This design comes from an exercise in tuning for small area, a short achievable clock period and few clock cycles per item on the open sky130 flow, not from production work. Only simulation tests tie the RTL to the original design; equivalence was not proved.

## flow/design.v (module list and top-level ports; edited modules follow where they fit)
// module afu_index: 11 lines
// module afu_rom: 1215 lines
// module afu_der_tree: 487 lines
// module activation_function_unit: 163 lines
module activation_function_unit (
	input  wire logic                 clk,
	input  wire logic                 arst_n,
	input  wire logic                 item_valid,
	output logic                      item_stall,
	input  wire logic signed [XW-1:0] x_in,
	input  wire logic                 last_in,
	output logic                      result_valid,
	input  wire logic                 result_stall,
	output logic signed [XW-1:0]      y_out,
	output logic                      last_out,
	input  wire logic                 cfg_valid,
	output logic                      cfg_ready,
	input  wire logic [2:0]           cfg_data
);
  // ...
==> flow/run.sh <==
#!/bin/bash
# synth_recipe.tcl (not shown) runs the flow's synth.tcl, then flattens the netlist and writes it again
# the make line also repeats each setting of config.mk as NAME=value (left out here)
make -C /OpenROAD-flow-scripts/flow DESIGN_CONFIG=/design/flow/config.mk WORK_HOME=/design/flow/orfs CLKGATE_MAP_FILE= SYNTH_SCRIPT=/design/flow/synth_recipe.tcl finish
==> flow/config.mk <==
export PLATFORM = sky130hd
export DESIGN_NAME = activation_function_unit
export DESIGN_NICKNAME = activation_function_unit
export VERILOG_FILES = /design/flow/design.v
export SDC_FILE = /design/flow/constraint.sdc
export NUM_CORES = 4
export LEC_CHECK = 0
export ABC_AREA = 1
export CAP_MARGIN = 20
export CORE_MARGIN = 2
export CORE_UTILIZATION = 60
export SLEW_MARGIN = 20
export SYNTH_MEMORY_MAX_BITS = 20000
==> flow/constraint.sdc <==
create_clock -name core_clock -period 12.0 [get_ports {clk}]
set_input_delay 2.4000 -clock core_clock [delete_from_list [all_inputs] [get_ports {clk}]]
set_output_delay 2.4000 -clock core_clock [all_outputs]
set_load 0.01 [all_outputs]
==> results.py, run 1 <==
metrics = {
    "outcome": {
        "status": "no timing/DRC/antenna violations",
    },
    "grt": {
        "antenna_found_initial": 0,
        "grt_pass1_wl_mm": 51.5,
        "use_met2_pct": 54.0,
        "met1_usage_pct": 42.1,
    },
    "critical_path": {
        "worst-r2r-cell-count": 11,
        "cp.required_ns": 12.11,
        "worstSetupPathType": "input pin to register",
    },
    "cts": {
        "cts_setup_buffers": 0,
        "clk_path_buf_depth": 2,
        "clk_latency_ns": 0.36,
        "cts_tree": "built",
        "clk_pin_slew_worst_paths_ns": 0.08,
    },
    "logic_synthesis": {
        "synth_area_leaders": "edfxtp_1 21%, fa_1 16%, nand2_1 13%, inv_1 8.9%, ha_1 8.7%",
        "synthCells": 1562,
        "async_flop_share_pct": 7.55,
        "synth_top_family_by_area": "simple AND/OR/NAND/NOR gates",
        "synthMuxAreaShare_pct": 0,
        "seq_area_frac_synth_pct": 25.7,
        "yosysMostFrequentCell": "nand2_1",
    },
    "layout": {
        "multi_input_area_share_pct": 58.6,
        "nFlopsAndLatches": 106,
        "fin_util_pct": 65.8,
    },
    "timing": {
        "setup_viol": 0,
    },
    "drt": {
        "via_per_inst": 5.72,
    },
}
Testbench counts, summed over its fixed seeds: cycles 24,024, items 24,000.
==> inputs of run 2 (changes only) <==
==> flow/flow/run.sh (new file) <==
#!/bin/bash
# The standard layout, with repair_timing aiming 8.4 ns below the clock
# period (the setup margin), so that it sizes and buffers the critical
# paths; the design is still laid out and signed off at the design's period
# and constraints.
set -euo pipefail
bash standard.sh SETUP_SLACK_MARGIN=8.4 finish > standard.log 2>&1
==> flow/standard.sh (new file) <==
#!/bin/bash
# synth_recipe.tcl (not shown) runs the flow's synth.tcl, then flattens the netlist and writes it again
# the make line also repeats each setting of config.mk as NAME=value (left out here)
make -C /OpenROAD-flow-scripts/flow DESIGN_CONFIG=/design/flow/config.mk WORK_HOME=/design/flow/orfs CLKGATE_MAP_FILE= SYNTH_SCRIPT=/design/flow/synth_recipe.tcl "${@:-finish}"
removed: flow/run.sh
==> run 2 against run 1 <==
- first-iteration DRC count increased by 13%
- global-route usage increased by 2.9 points
- critical endpoint unchanged
- still clean on timing, DRC and antenna
==> results.py, run 2 <==
metrics = {
    "floorplan": {
        "io_pins": 45,
        "start_util_pct": 61.5,
        "coreArea_mm2": 0.0188,
        "rows": 50,
        "die_width_um": 143,
        "die_y_um": 143,
        "die_area_mm2": 0.0204,
    },
    "logic_synthesis": {
        "synth-edff-count": 81,
        "yosys_warnings": 1,
        "synth_top_area_share_pct": 21.0,
        "synth-seq-cells": 106,
        "synth_cell_types": 49,
        "synth_top_flop_cell": "edfxtp_1",
        "netlist_area_mm2": 0.0116,
        "synth_commonest_cells": "410 x nand2_1, 276 x inv_1, 132 x nand3_1",
        "synth_nets": 1763,
        "synthCells": 1562,
        "synth_area_leaders": "edfxtp_1 21%, fa_1 16%, nand2_1 13%, inv_1 8.9%, ha_1 8.7%",
        "yosys.area.top_type": "edfxtp_1",
        "yosysMostFrequentCell": "nand2_1",
        "seq_area_frac_synth_pct": 25.7,
        "syn_avg_cell_area_um2": 7.42,
        "async_flop_share_pct": 7.55,
    },
    "layout": {
        "final_layout_size_suffix_gt1_share_pct": 12.3,
        "layout_common_cells": "404 x nand2_1, 262 x inv_1, 128 x nand3_1",
        "mostFrequentLayoutCell": "nand2_1",
        "fillers": 1422,
        "diodes": 0,
        "final_net_count": 1834,
        "stdcell_count": 1898,
        "syn2layout_area_growth_pct": 15.7,
    },
    "worst_hold_path": {
        "hold_depth": 0,
        "hold_path_class": "register to register",
    },
    "cts": {
        "clk_latency_ns": 0.35,
        "clk_path_buf_depth": 2,
        "clk_pin_slew_worst_paths_ns": 0.08,
        "clkSinkCount": 106,
        "cts_tree": "built",
        "hold_buffers": 0,
        "htreeDepth": 3,
        "cts_buffers": 9,
        "cts_root_buf": "clkbuf_16",
    },
    "timing": {
        "timing.setup.tns_ns": 0,
        "skew_ns": 0.00897,
        "rsz0062_at_grt": "yes",
        "relSlewSlack_pct": 32.2,
        "slew_violations": 0,
        "setup_viol": 0,
        "max_freq_mhz": 252,
        "fin_hold_ws_ns": 0.437,
        "hold_viol": 0,
        "fin_crit_ns": 3.96,
        "tightest_slew_ns": 1.02,
        "timing.final.crit_share_pct": 33.0,
    },
    "place": {
        "gp_congestion": 0.999,
        "dpl.cell_count": 1814,
        "hpwl_mm": 25.3,
        "io_buffers": 43,
    },
    "drt": {
        "top_layer_used": "met4",
        "wl_mm": 37.2,
        "drc": 0,
        "met2_length_mm": 17.8,
        "vias": 11200,
        "dr.first_iter.drc_count": 1292,
        "drt_first_pass_iters": 6,
        "dr_wl_met3_mm": 3.28,
        "ant_nets": 0,
        "via_per_inst": 5.90,
        "wl_met1_mm": 13.8,
        "post_drt_wl_per_cell_um": 19.6,
    },
    "critical_path": {
        "crit_arrival_ns": 4.06,
        "cp.required_ns": 12.09,
        "worstSetupPathType": "input pin to register",
        "critPathLaunchType": "input pin",
        "path_max_fanout": 5,
        "worst-r2r-cell-count": 17,
        "cp-end-kind": "register",
    },
    "grt": {
        "track_usage_pct": 35.4,
        "grt_pass1_wl_mm": 55.6,
        "grt_max_degree": 81,
        "grt_pass1_vias": 10700,
        "grt-ovfl-total": 0,
        "antenna_found_initial": 0,
    },
    "flow_run": {
        "drv_cap": 0,
    },
    "outcome": {
        "status": "no timing/DRC/antenna violations",
    },
}
[run 2: cells by family after synthesis]
logic type | count (synthesis) | share of synthesized area (%)
other | 1 | 0.0324
AO/OA/AOI/OAI | 185 | 8.87
buffers and inverters | 343 | 11.6
XOR/XNOR | 32 | 2.42
flip-flops | 106 | 25.7
AND/OR/NAND/NOR | 719 | 26.2
adder cells (fa/ha/maj) | 176 | 25.2
[run 2: area by class of cell]
class	instances	area (µm²)	share of cell area [%]
Sequential cell	106	2970	22.2
Inverter	281	1060	7.90
Multi-Input combinational cell	1113	7610	56.8
Clock buffer	9	225	1.68
Tap cell	260	325	2.43
Timing Repair Buffer	122	1140	8.51
Clock inverter	7	68.8	0.513
[run 2: final timing paths]
path / startpoint / end / slack [ns]
min in group asynchronous: arst_n / sv / 2.40
max: x_in[15] / k1[8] / 8.04
min: l1 / l2 / 0.44
max reg2reg: w1[2] / c2 / 8.15
max in group asynchronous: arst_n / mode_q[1] / 9.24
min reg2reg: l1 / l2 / 0.44
[run 2: critical path, stage by stage]
cell     delay, ns
buf_12        0.11
buf_12        0.14
xor2_2        0.18
nand2_1       0.09
o21ai_1       0.13
ha_2          0.27
ha_4          0.16
nand4_1       0.13
nor2_1        0.17
nand2_1       0.08
xor2_1        0.18
[run 2: repair_timing]
item                                    in CTS  in global routing
setup buffers                               44                 21
resized for setup                           99                 72
cloned                                       3                  0
pin swaps                                   25                 36
endpoints found under the setup margin      51                 25
[run 2: through the flow]
stage	area [µm²]	util, %	worst slack [ns]
after CTS	13000	69.1	8.23
after detailed placement	12200	64.6	7.35
final	13400	71.2	8.04
after global routing	13400	71.2	7.99
after floorplan	11700	-	8.04
after global placement	12200	64.6	7.39
[run 2: metal layers]
metal	global-route usage, %	vias to the layer above
met2	58.7	692
met5	0	-
met3	5.33	178
met1	44.5	5234
li1	-	5090
met4	19.6	0
==> module activation_function_unit, before the edit <==
module activation_function_unit (
	input  wire logic                 clk,
	input  wire logic                 arst_n,
	input  wire logic                 item_valid,
	output logic                      item_stall,
	input  wire logic signed [XW-1:0] x_in,
	input  wire logic                 last_in,
	output logic                      result_valid,
	input  wire logic                 result_stall,
	output logic signed [XW-1:0]      y_out,
	output logic                      last_out,
	input  wire logic                 cfg_valid,
	output logic                      cfg_ready,
	input  wire logic [2:0]           cfg_data
);
	logic [2:0]           mode_q;
	logic                 adv, take, acc;
	logic                 v1;
	logic                 s1, x14_1;
	logic [13:0]          w1;
	logic signed [XW-1:0] x1;
	logic                 l1;
	logic [3:0]           op1;
	logic                 v2;
	logic [XW-1:0]        a2, b2;
	logic                 c2;
	logic                 l2;
	logic [XW-1:0]        y2;
	logic                 ov;
	logic signed [XW-1:0] y_q;
	logic                 l_q;
	logic                 sv, sv_o;
	logic [3:0]           op0;
	logic [XW-1:0]        s_y;
	logic                 s_l;
	logic                 neg;
	logic [8:0]           k0, k1;
	logic [12:0]          tab;
	logic [12:0]          tanh_m;
	logic [27:0]          ta, tb;
	logic [12:0]          low;
	logic [XW-1:0]        a1, b1;
	logic                 c1;
	assign adv = !sv;
	assign take = ov && !result_stall;
	assign acc = item_valid && adv;
	assign item_stall = sv_o;
	assign cfg_ready = 1'b1;
	assign result_valid = ov;
	assign y_out = y_q;
	assign last_out = l_q;
	assign neg = s1;
	assign x1 = {s1, x14_1, w1 ^ {14{s1}}};
	afu_index u_index (
		.use_tanh(mode_q == MODE_TANH),
		.s       (x_in[15]),
		.x14     (x_in[14]),
		.w       (x_in[13:0] ^ {14{x_in[15]}}),
		.k       (k0)
	);
	afu_rom u_rom (
		.k(k1),
		.d(tab)
	);
	afu_der_tree u_der (
		.w  (w1),
		.x14(x14_1),
		.s  (s1),
		.sd(op1[3]),
		.a (ta),
		.b (tb)
	);
	assign low = {1'b0, ta[11:0]} + {1'b0, tb[11:0]};
	always_comb begin
		op0 = OP_SIG;
		case (mode_q)
			MODE_SIG:      op0 = OP_SIG;
			MODE_SIG_DER:  op0 = (x_in >= 16'sd13813 || x_in <= -16'sd9717) ? OP_C8000 : OP_SIG_DER;
			MODE_TANH:     op0 = (x_in[15:14] == 2'b01 && x_in[13:0] != 14'd0) ? OP_C1000 :
			                     (x_in[15:14] == 2'b10) ? OP_CF000 : OP_TANH;
			MODE_TANH_DER: op0 = (x_in >= 16'sd12289 || x_in <= -16'sd12289) ? OP_C8000 : OP_TANH_DER;
			MODE_IDENT:    op0 = OP_IDENT;
			MODE_ONE:      op0 = OP_C1000;
			default:       op0 = OP_C0000;
		endcase
	end
	always_comb begin
		tanh_m = {1'b0, tab[12:1]};
		a1 = '0;
		b1 = '0;
		c1 = 1'b0;
		case (op1)
			OP_SIG: begin
				a1 = {4'b0, !neg, tab[12:2] ^ {11{neg}}};
				c1 = tab[0] ^ neg;
			end
			OP_TANH: begin
				a1 = {{3{neg}}, tanh_m ^ {13{neg}}};
				c1 = neg;
			end
			OP_SIG_DER, OP_TANH_DER: begin
				a1 = ta[27:12];
				b1 = tb[27:12];
				c1 = low[12];
			end
			OP_IDENT: a1 = x1;
			OP_C1000: a1 = 16'h1000;
			OP_C8000: a1 = 16'h8000;
			OP_CF000: a1 = 16'hF000;
			default:  a1 = '0;
		endcase
	end
	assign y2 = a2 + b2 + 16'(c2);
	always_ff @(posedge clk or negedge arst_n) begin
		if (!arst_n) begin
			mode_q <= 3'(MODE_SIG);
			v1 <= 1'b0;
			v2 <= 1'b0;
			ov <= 1'b0;
			sv <= 1'b0;
			sv_o <= 1'b0;
		end else begin
			if (cfg_valid)
				mode_q <= cfg_data;
			if (adv) begin
				v1 <= acc;
				v2 <= v1;
			end
			if (sv) begin
				if (take) begin
					ov <= 1'b1;
					sv <= 1'b0;
					sv_o <= 1'b0;
				end
			end else if (!ov || take) begin
				ov <= v2;
			end else begin
				sv <= v2;
				sv_o <= v2;
			end
		end
	end
	always_ff @(posedge clk) begin
		if (adv) begin
			s1 <= x_in[15];
			x14_1 <= x_in[14];
			w1 <= x_in[13:0] ^ {14{x_in[15]}};
			l1 <= last_in;
			op1 <= op0;
			k1 <= k0;
			a2 <= a1;
			b2 <= b1;
			c2 <= c1;
			l2 <= l1;
			s_y <= y2;
			s_l <= l2;
		end
		if (!ov || take) begin
			y_q <= sv ? s_y : y2;
			l_q <= sv ? s_l : l2;
		end
	end
endmodule
==> inputs of run 3 (changes only) <==
--- a/flow/design.v
+++ b/flow/design.v
@@ -1775,5 +1775,5 @@
 	logic                 s_l;
 	logic                 neg;
-	logic [8:0]           k0, k1;
+	logic [8:0]           k1;
 	logic [12:0]          tab;
 	logic [12:0]          tanh_m;
@@ -1793,9 +1793,9 @@
 	assign x1 = {s1, x14_1, w1 ^ {14{s1}}};
 	afu_index u_index (
-		.use_tanh(mode_q == MODE_TANH),
-		.s       (x_in[15]),
-		.x14     (x_in[14]),
-		.w       (x_in[13:0] ^ {14{x_in[15]}}),
-		.k       (k0)
+		.use_tanh(op1[1]),
+		.s       (s1),
+		.x14     (x14_1),
+		.w       (w1),
+		.k       (k1)
 	);
 	afu_rom u_rom (
@@ -1888,5 +1888,4 @@
 			l1 <= last_in;
 			op1 <= op0;
-			k1 <= k0;
 			a2 <= a1;
 			b2 <= b1;
==> run 3 against run 2 <==
- utilization is 0.40 points higher
- non-clock buffer count is 14 higher
- register-to-register slack got worse by 0.18 ns
- global-route usage grew 4.1 points
- via count rose by 2.5%
- clock-buffer cell count rose by 1
- area after synthesis fell by 0.78%
- final cell count is 2.1% lower
- fmax fell by 1.7%
==> results.py, run 3 <==
metrics = {
    "cts": {
        "cts_buffers": 9,
        "clk_latency_ns": 0.36,
        "hold_buffers": 0,
        "clkSinkCount": 97,
        "cts_tree": "built",
        "htreeDepth": 3,
        "clk_pin_slew_worst_paths_ns": 0.07,
        "clk_path_buf_depth": 2,
        "cts_root_buf": "clkbuf_16",
    },
    "logic_synthesis": {
        "yosys_warnings": 1,
        "yosys.area.top_type": "edfxtp_1",
        "synth_commonest_cells": "400 x nand2_1, 259 x inv_1, 138 x nand3_1",
        "synth_area_leaders": "edfxtp_1 19%, fa_1 17%, nand2_1 13%, inv_1 8.5%, ha_1 8.4%",
        "synth_top_flop_cell": "edfxtp_1",
        "seq_area_frac_synth_pct": 23.5,
        "synth_nets": 1728,
        "synth-seq-cells": 97,
        "synthCells": 1531,
        "yosysMostFrequentCell": "nand2_1",
        "syn_avg_cell_area_um2": 7.51,
        "synth_top_area_share_pct": 18.8,
        "synth-edff-count": 72,
        "async_flop_share_pct": 8.25,
        "netlist_area_mm2": 0.0115,
        "synth_cell_types": 63,
    },
    "drt": {
        "via_per_inst": 6.17,
        "dr.first_iter.drc_count": 1640,
        "drt_first_pass_iters": 7,
        "ant_nets": 0,
        "drc": 0,
        "vias": 11500,
        "wl_mm": 40.1,
        "post_drt_wl_per_cell_um": 21.6,
    },
    "floorplan": {
        "start_util_pct": 61.2,
        "io_pins": 45,
        "die_y_um": 142,
        "rows": 50,
        "die_area_mm2": 0.0203,
        "die_width_um": 142,
        "coreArea_mm2": 0.0188,
    },
    "layout": {
        "fin_util_pct": 71.6,
        "design_area_mm2": 0.0134,
        "final_net_count": 1817,
        "final_layout_size_suffix_gt1_share_pct": 17.5,
        "diodes": 0,
        "mostFrequentLayoutCell": "nand2_1",
        "layout_common_cells": "390 x nand2_1, 242 x inv_1, 134 x nand3_1",
        "syn2layout_area_growth_pct": 16.9,
    },
    "place": {
        "dpl-instance-area_mm2": 0.0119,
        "gp_congestion": 1.10,
        "io_buffers": 43,
        "hpwl_mm": 27.6,
        "place_ws_ns": 7.47,
    },
    "timing": {
        "setup_viol": 0,
        "timing.setup.tns_ns": 0,
        "skew_ns": 0.00758,
        "hold_viol": 0,
        "timing.final.crit_share_pct": 33.6,
        "fin_crit_ns": 4.03,
        "slew_violations": 0,
        "rsz0062_at_grt": "yes",
        "relSlewSlack_pct": 40.7,
        "max_freq_mhz": 248,
        "finalWorstSetupSlack_ns": 7.97,
        "tightest_slew_ns": 0.890,
    },
    "grt": {
        "track_usage_pct": 39.5,
        "antenna_found_initial": 1,
        "grt_pass1_wl_mm": 60.4,
        "grt-ovfl-total": 0,
        "grt_pass1_vias": 10800,
        "grt_max_degree": 65,
    },
    "critical_path": {
        "path_max_fanout": 3,
        "crit_chain": "buf_6 -> nand2_1 -> inv_1 -> fa_1 -> fa_1 -> inv_1 -> fa_1 -> inv_1 -> ha_1 -> ha_1 -> inv_1 -> ha_4 -> nand4_1 -> a2111o_1 -> o2111ai_2 -> a22oi_1 -> nand2_1",
        "cp.required_ns": 12.23,
        "cp-end-kind": "register",
        "critPathLaunchType": "register",
        "worstSetupPathType": "register to register",
        "cpPeakStageDelay_ns": 0.52,
        "crit_arrival_ns": 4.26,
        "rrSetupSlack_ns": 7.97,
        "crit_slowest_cell": "fa_1",
        "worst_path_most_repeated_cell": "inv_1",
    },
    "outcome": {
        "status": "no timing/DRC/antenna violations",
    },
    "flow_run": {
        "drv_cap": 0,
    },
    "worst_hold_path": {
        "hold_path_class": "register to register",
    },
}
## run 3: cell count changes in the layout (fill, tap and decap cells not counted), moves of 7 or more
| cell | before | now |
|---|---|---|
| a21oi_1 | 58 | 49 |
| a22oi_2 | 0 | 7 |
| buf_4 | 59 | 76 |
| edfxtp_1 | 81 | 72 |
| ha_1 | 72 | 65 |
| inv_1 | 262 | 242 |
| inv_2 | 17 | 29 |
| nand2_1 | 404 | 390 |
| nand2_2 | 7 | 26 |
| nand2_4 | 1 | 8 |
| nor2_1 | 108 | 79 |
| nor2_2 | 10 | 17 |
| o21ai_0 | 65 | 50 |
## run 3: path summary, 6_finish.rpt
| kind | startpoint | endpoint | depth (start not counted) |
|---|---|---|---|
| max in group asynchronous | arst_n | v2 | 1 |
| setup / recovery | w1[6] | c2 | 17 |
| hold reg to reg | s_l | s_l | 2 |
| setup reg to reg | w1[6] | c2 | 17 |
| min in group asynchronous | arst_n | sv | 1 |
| hold / removal | s_l | s_l | 2 |
## run 3: cell type report
cell class,count,area (µm²)
multi-input cells,1097,7810
fillers,1449,5330
flip-flops and latches,97,2700
repair buffers,136,1220
inverters,279,1080
well taps,234,293
clock buffers,10,250
clock inverters,6,77.6
## run 3: cell families after synthesis
family | Yosys count | synth area share [%]
buffers and inverters | 338 | 12.3
AND/OR/NAND/NOR | 715 | 27.5
flip-flops | 97 | 23.5
other | 1 | 0.0326
XOR/XNOR | 26 | 2.14
adder cells (fa/ha/maj) | 172 | 24.9
AO/OA/AOI/OAI | 182 | 9.52
## run 3: through the flow
step / hold slack [ns] / instances
after global routing: 0.465 / 1859
after floorplan: 0.400 / 1531
final: 0.451 / 1859
after detailed placement: 0.436 / 1757
after global placement: 0.401 / 1757
after CTS: 0.455 / 1834
## run 3: routing by layer
layer	GRT usage [%]	routed length (µm)	vias up
met5	0	0	-
met4	14.9	1820	0
met3	13.4	5550	182
met2	60.8	17700	844
met1	52.0	15000	5397
li1	-	-	5056
## run 3: timing repair
item / CTS / global route
hold endpoints to repair: 0 / 0
pin swaps: 12 / 28
buffers inserted: 59 / 25
setup endpoints to repair: 43 / 23
gates resized for setup: 82 / 105
gates cloned: 2 / 0
## run 3: worst max-delay path, delay by kind of cell, from the launching register on
kind	cells	cell delay [ns]
adder cells (fa/ha/maj)	6	2.25
AO/OA/AOI/OAI	3	0.56
flip-flops	1	0.43
buffers and inverters	5	0.40
AND/OR/NAND/NOR	3	0.26
Testbench counts of run 3, summed over its fixed seeds: cycles 24,024, items 24,000.

==> static timing again, ports no longer ideal <==
How much do the figures lean on ideal ports? The routed layouts below were timed once more, with nothing changed but the port constraints. Step 1 assumes that a clkbuf_16 drives the clock port and a buf_2 every other input. Step 2 moves the port delays by t, midway between the first and last clock arrival at a register: inputs arrive t later, outputs are due t later. That takes back most of the time a late clock gives input paths. a / b / c = no drivers / after step 1 / after step 2; a / b = the first two.
run | shift t [ns] | setup WS [ns] | slew at the worst register clock pin (ns) | worst slew at a driven data input, ns
run 1 | 0.396 | 7.610 / 7.630 / 7.234 | 0.08 / 0.08 | 0.04
run 2 | 0.398 | 8.039 / 8.035 / 7.638 | 0.08 / 0.08 | 0.06
run 3 | 0.402 | 7.969 / 7.969 / 7.969 | 0.07 / 0.07 | 0.05
After both steps every run listed still meets setup and hold. The setup slack of run 2, which loses most, moves by -0.004 ns with the drivers and by -0.401 ns with both steps.
